This is an optimization exercise on Yosys and OpenROAD, whose aim is small area, a short achievable clock period and few clock cycles per item, not a production implementation. RTL that was checked went through simulation tests only; none was proved equivalent to the original.

Design lda_top, start of the top module:
module lda_top (
  input  logic                         clk,
  input  logic                         arst_n,
  input  logic                         wb_cyc,
  input  logic                         wb_stb,
  input  logic                         wb_we,
  input  logic [lda_pkg::WB_ADR_W-1:0] wb_adr,
  input  logic [31:0]                  wb_dat_w,
  input  logic [3:0]                   wb_sel,     
  output logic [31:0]                  wb_dat_r,
  output logic                         wb_ack
);
  logic        st_v;
  logic [4:0]  st_x;
  logic [31:0] st_row;
  logic        start;
  logic        go;
  logic        init;
  logic        clr_acc;
  logic        calc_done;
  logic        stall_xx, stall_xy, stall_yy;
  logic [lda_pkg::COUNT_W-1:0]     nb, nb_r;
  logic signed [lda_pkg::UV_W-1:0] u, v, u_r, v_r;
  logic [lda_pkg::SQ_W-1:0]        pxx_r, pyy_r;
  logic signed [lda_pkg::XY_W-1:0] pxy_r;
  ...
Size in the first run: roughly 4,200 cells after synthesis, about 1,400 flip-flops, roughly 80 I/O pins, ~45,000 um^2 of cells after synthesis.
export LEC_CHECK = 0
export ABC_AREA = 1
export CAP_MARGIN = 20
export CORE_MARGIN = 2
export CORE_UTILIZATION = 45
export CTS_CLUSTER_DIAMETER = 50
export CTS_CLUSTER_SIZE = 30
export SETUP_SLACK_MARGIN = 2.5
export SLEW_MARGIN = 20
create_clock -name core_clock -period 6.5 [get_ports {clk}]
run.sh (not shown) runs the stock make flow with config.mk's settings and CLKGATE_MAP_FILE= SYNTH_SCRIPT=/design/flow/synth_recipe.tcl, a recipe that flattens the netlist after the stock synthesis.
Testbench counts at the start, summed over its fixed seeds: cycles 3,840, items 80.
Next try:
Settings changed: CORE_UTILIZATION 45 to 55.
The new run completed with no timing, DRC or antenna violations. Maximum frequency grows by 1.5%. Clock-buffer cell count shrinks by 7. Routed wire length falls by 3.0%. Worst setup slack is better by 0.061 ns. Final area decreases by 0.33%. Die area fell by about 18%. Core utilization came out higher by 11 points. Non-clock buffer count rose by 26. Global-route usage climbs by 3.9 points.
Next try:
Settings changed: CORE_UTILIZATION 55 to 65.
Worst setup slack degrades by 0.068 ns; design area is about the same; clock-buffer cell count came out lower by 5; utilization came out higher by 12 points; non-clock buffer count falls by 16; global-route usage rises by 6.0 points; sequential share of layout area goes up by 0.11 points; die area shrinks by 15%.
Next try:
Settings changed: CORE_UTILIZATION 65 to 55, SETUP_SLACK_MARGIN 2.5 to 2.75.
Wire length went down by about 2%.
Sequential cell count does not change.
Cell area went up by 1.8%.
Critical path depth went up by 1.
Final cell count went up by 3.2%.


run A:
Another version of the RTL of lda_top (not shown whole).
For scale: about 80 I/O pins.
Settings: LEC_CHECK=0, CAP_MARGIN=20, CORE_MARGIN=2, CORE_UTILIZATION=50, CTS_BUF_LIST=sky130_fd_sc_hd__clkbuf_8, SETUP_SLACK_MARGIN=1.5, SLEW_MARGIN=20; clock period 6.5 ns.
Setup changes, run A to run B
Settings: CTS_BUF_LIST: sky130_fd_sc_hd__clkbuf_8 -> unset; SETUP_SLACK_MARGIN: 1.5 -> 2.5; CTS_CLUSTER_SIZE: unset -> 30.
Findings:
Result for run A and run B: all clean
Going from run A to run B, register fraction of the total cell area now smaller, total wire length after detailed routing climbed 4700 microns, via-per-instance ratio went up.
Against run A, cell area in run B came out worse.
Compared with run A, in run B total stage count of the critical path increased by 13 relative to the old numbers, share of layout cells above drive strength 1 saw an increase, number of clock sinks did not really move.
[inputs] run C vs run B
Settings: changing CTS_CLUSTER_SIZE from 30 to 40; setting CTS_CLUSTER_DIAMETER to 60 for the first time; changing SETUP_SLACK_MARGIN from 2.5 to 3.5.
Results
- Run C finished every stage and its layout cleared the timing, DRC and antenna checks.
- Diff run B -> run C: met2 track utilization from global routing increased by 4.2 points relative to the old numbers, post-route cell area closely matched the old numbers, sequential cell count closely matched the old numbers, area inside the core boundary closely matched the old numbers, area of combinational cells with multiple inputs increased by 4.3% relative to the old numbers.
- Run C vs. run B: timing-limited maximum frequency saw a decrease.
Function was not checked in any run of this note: the RTL went through the layout flow alone.


lda_top with an RTL version that a note above also has.
Size in the first run: roughly 4200 cells after synthesis, about 80 I/O pins, ~45000 um2 of cells after synthesis.
Settings: LEC_CHECK=0, ABC_AREA=1, CAP_MARGIN=20, CORE_MARGIN=2, CORE_UTILIZATION=65, CTS_CLUSTER_DIAMETER=50, CTS_CLUSTER_SIZE=30, SETUP_SLACK_MARGIN=2.0, SLEW_MARGIN=20; clock period 6.5 ns.
Testbench counts at the start, summed over its fixed seeds: cycles 3,840, items 80.
Edit:
--- a/flow/config.mk
+++ b/flow/config.mk
@@ -11 +11 @@
-export CORE_UTILIZATION = 65
+export CORE_UTILIZATION = 55
@@ -14 +14,2 @@
-export SETUP_SLACK_MARGIN = 2.0
+export GPL_TIMING_DRIVEN = 1
+export SETUP_SLACK_MARGIN = 2.5
What happened:
- die area increases by 18%
- cell area went up by 2.6%
- area after synthesis stays the same
- final cell count increases by 3.8%
- routed wire length stays flat
- synthesized cell count does not change
- setup slack is better by 0.46 ns
- via count drops by 0.89%
- worst hold slack improved by 0.019 ns
Edit:
--- a/flow/config.mk
+++ b/flow/config.mk
@@ -11 +11 @@
-export CORE_UTILIZATION = 55
+export CORE_UTILIZATION = 65
@@ -14,2 +14 @@
-export GPL_TIMING_DRIVEN = 1
-export SETUP_SLACK_MARGIN = 2.5
+export SETUP_SLACK_MARGIN = 3.0
What happened: Final cell count falls by 2.0%; sequential share of layout area falls by 1.8 points; worst hold slack got worse by 0.028 ns; setup slack improved by 0.0066 ns; utilization rises by 15 points; register-to-register slack improved by 0.11 ns.


lda_top, a different RTL version from the one above (not shown whole).
For scale: about 4200 cells after synthesis.
## lda_top
module lda_top (
  input  logic                         clk,
  input  logic                         arst_n,
  input  logic                         wb_cyc,
  input  logic                         wb_stb,
  input  logic                         wb_we,
  input  logic [lda_pkg::WB_ADR_W-1:0] wb_adr,
  input  logic [31:0]                  wb_dat_w,
  input  logic [3:0]                   wb_sel,     
  output logic [31:0]                  wb_dat_r,
  output logic                         wb_ack
);
clock: 6.5 ns
lec_check: 0
abc_area: 1
cap_margin: 20
core_margin: 2
core_utilization: 65
cts_cluster_diameter: 50
cts_cluster_size: 30
setup_slack_margin: 2.5
slew_margin: 20
The first run ran to the end with no violations.
Testbench counts at the start, summed over its fixed seeds: cycles 3,840, items 80.
Next try:
ABC_AREA = default   (was 1)
Core utilization goes up by 1.3 points.
Global-route usage goes up by 1.1 points.
Setup slack degrades by 0.15 ns.
Next try:
SETUP_SLACK_MARGIN = 3.0   (was 2.5)
=>
- maximum frequency decreases by 1.4%
- via count is higher by 1.6%
- final area grows by 1.9%
- cell count climbs by 0.80%
- worst setup slack loses 0.061 ns
- sequential cell count is unchanged
- non-clock buffer count rose by 33
- wire length rose by about 1.3%


== P ==
lda_top, a different RTL version from the one above (not shown whole).
Size: ~3600 cells after synthesis, roughly 1400 flip-flops, roughly 80 I/O pins.
Design lda_top, start of the top module:
module lda_top (
  input  logic                         clk,
  input  logic                         arst_n,
  input  logic                         wb_cyc,
  input  logic                         wb_stb,
  input  logic                         wb_we,
  input  logic [lda_pkg::WB_ADR_W-1:0] wb_adr,
  input  logic [31:0]                  wb_dat_w,
  input  logic [3:0]                   wb_sel,     
  output logic [31:0]                  wb_dat_r,
  output logic                         wb_ack
);
export LEC_CHECK = 0
export CAP_MARGIN = 20
export CORE_MARGIN = 2
export CORE_UTILIZATION = 65
export CTS_CLUSTER_DIAMETER = 45
export CTS_CLUSTER_SIZE = 35
export SETUP_SLACK_MARGIN = 2.5
export SLEW_MARGIN = 20
create_clock -name core_clock -period 6.5 [get_ports {clk}]
Inputs modified between P and Q:
- changing CTS_CLUSTER_SIZE from 35 to 30
- changing CTS_CLUSTER_DIAMETER from 45 to 50
[summary]
Fraction of area in non-clock buffers, P and Q: higher on P
P -> Q: count of max-cap constraint violations delta 0, exact match
Cell count down 18 in Q wrt P
Comparing Q against P, there is no change at all in number of logic stages on the critical path including buffering.
No functional check of the RTL was part of any run of this note.

==> what the ideal ports hide <==
The results above use ideal ports. As a check the final layouts listed here were re-extracted and re-timed, cells and wires unchanged.
Step 1, drivers: a clkbuf_16 drives clk and a buf_2 each remaining input, both assumed.
Step 2 adds t to the input delays and takes it off the output delays; t is the mean of the earliest and latest rising clock arrival at the registers after step 1. Input paths then give back, and output paths get back, about the clock's delay inside the block.
Three values: ideal ports, drivers, drivers and shift; two values: the first two.
run	t (ns)	slack for setup (ns)	worst hold slack (ns)	worst setup path at the end	worst slew at a driven data input, ns
the first run of note 1	0.766	2.378 / 2.309 / 2.309	0.298 / 0.298 / 0.298	input to output	0.10
the second run of note 1	0.750	2.439 / 2.362 / 2.292	0.316 / 0.316 / 0.316	input to register	0.08
the third run of note 1	0.739	2.371 / 2.322 / 2.157	0.296 / 0.296 / 0.296	input to register	0.08
the fourth run of note 1	0.753	2.387 / 2.309 / 2.270	0.317 / 0.317 / 0.317	input to register	0.08
run A	0.913	1.499 / 1.472 / 1.472	0.295 / 0.295 / 0.295	input to output	0.10
run B	0.794	2.235 / 2.180 / 2.180	0.309 / 0.309 / 0.309	input to output	0.10
run C	0.756	2.191 / 2.099 / 2.099	0.311 / 0.311 / 0.311	input to output	0.10
the first run of note 3	0.736	1.979 / 1.919 / 1.919	0.297 / 0.297 / 0.297	input to output	0.08
the second run of note 3	0.750	2.439 / 2.362 / 2.292	0.316 / 0.316 / 0.316	input to register	0.08
the third run of note 3	0.742	2.445 / 2.363 / 2.128	0.288 / 0.288 / 0.288	input to register	0.09
the first run of note 4	0.749	2.438 / 2.366 / 2.136	0.303 / 0.303 / 0.303	input to register	0.13
the second run of note 4	0.736	2.286 / 2.215 / 2.215	0.304 / 0.304 / 0.304	input to output	0.11
the third run of note 4	0.748	2.224 / 2.129 / 2.129	0.281 / 0.281 / 0.281	input to output	0.14
P	0.768	2.283 / 2.156 / 2.156	0.308 / 0.308 / 0.308	input to output	0.20
Q	0.766	2.290 / 2.197 / 2.197	0.306 / 0.306 / 0.306	input to output	0.13
After both steps every run listed still meets setup and hold. For the third run of note 3, which loses most, drivers alone change the setup slack by -0.082 ns; drivers and shift together by -0.317 ns.
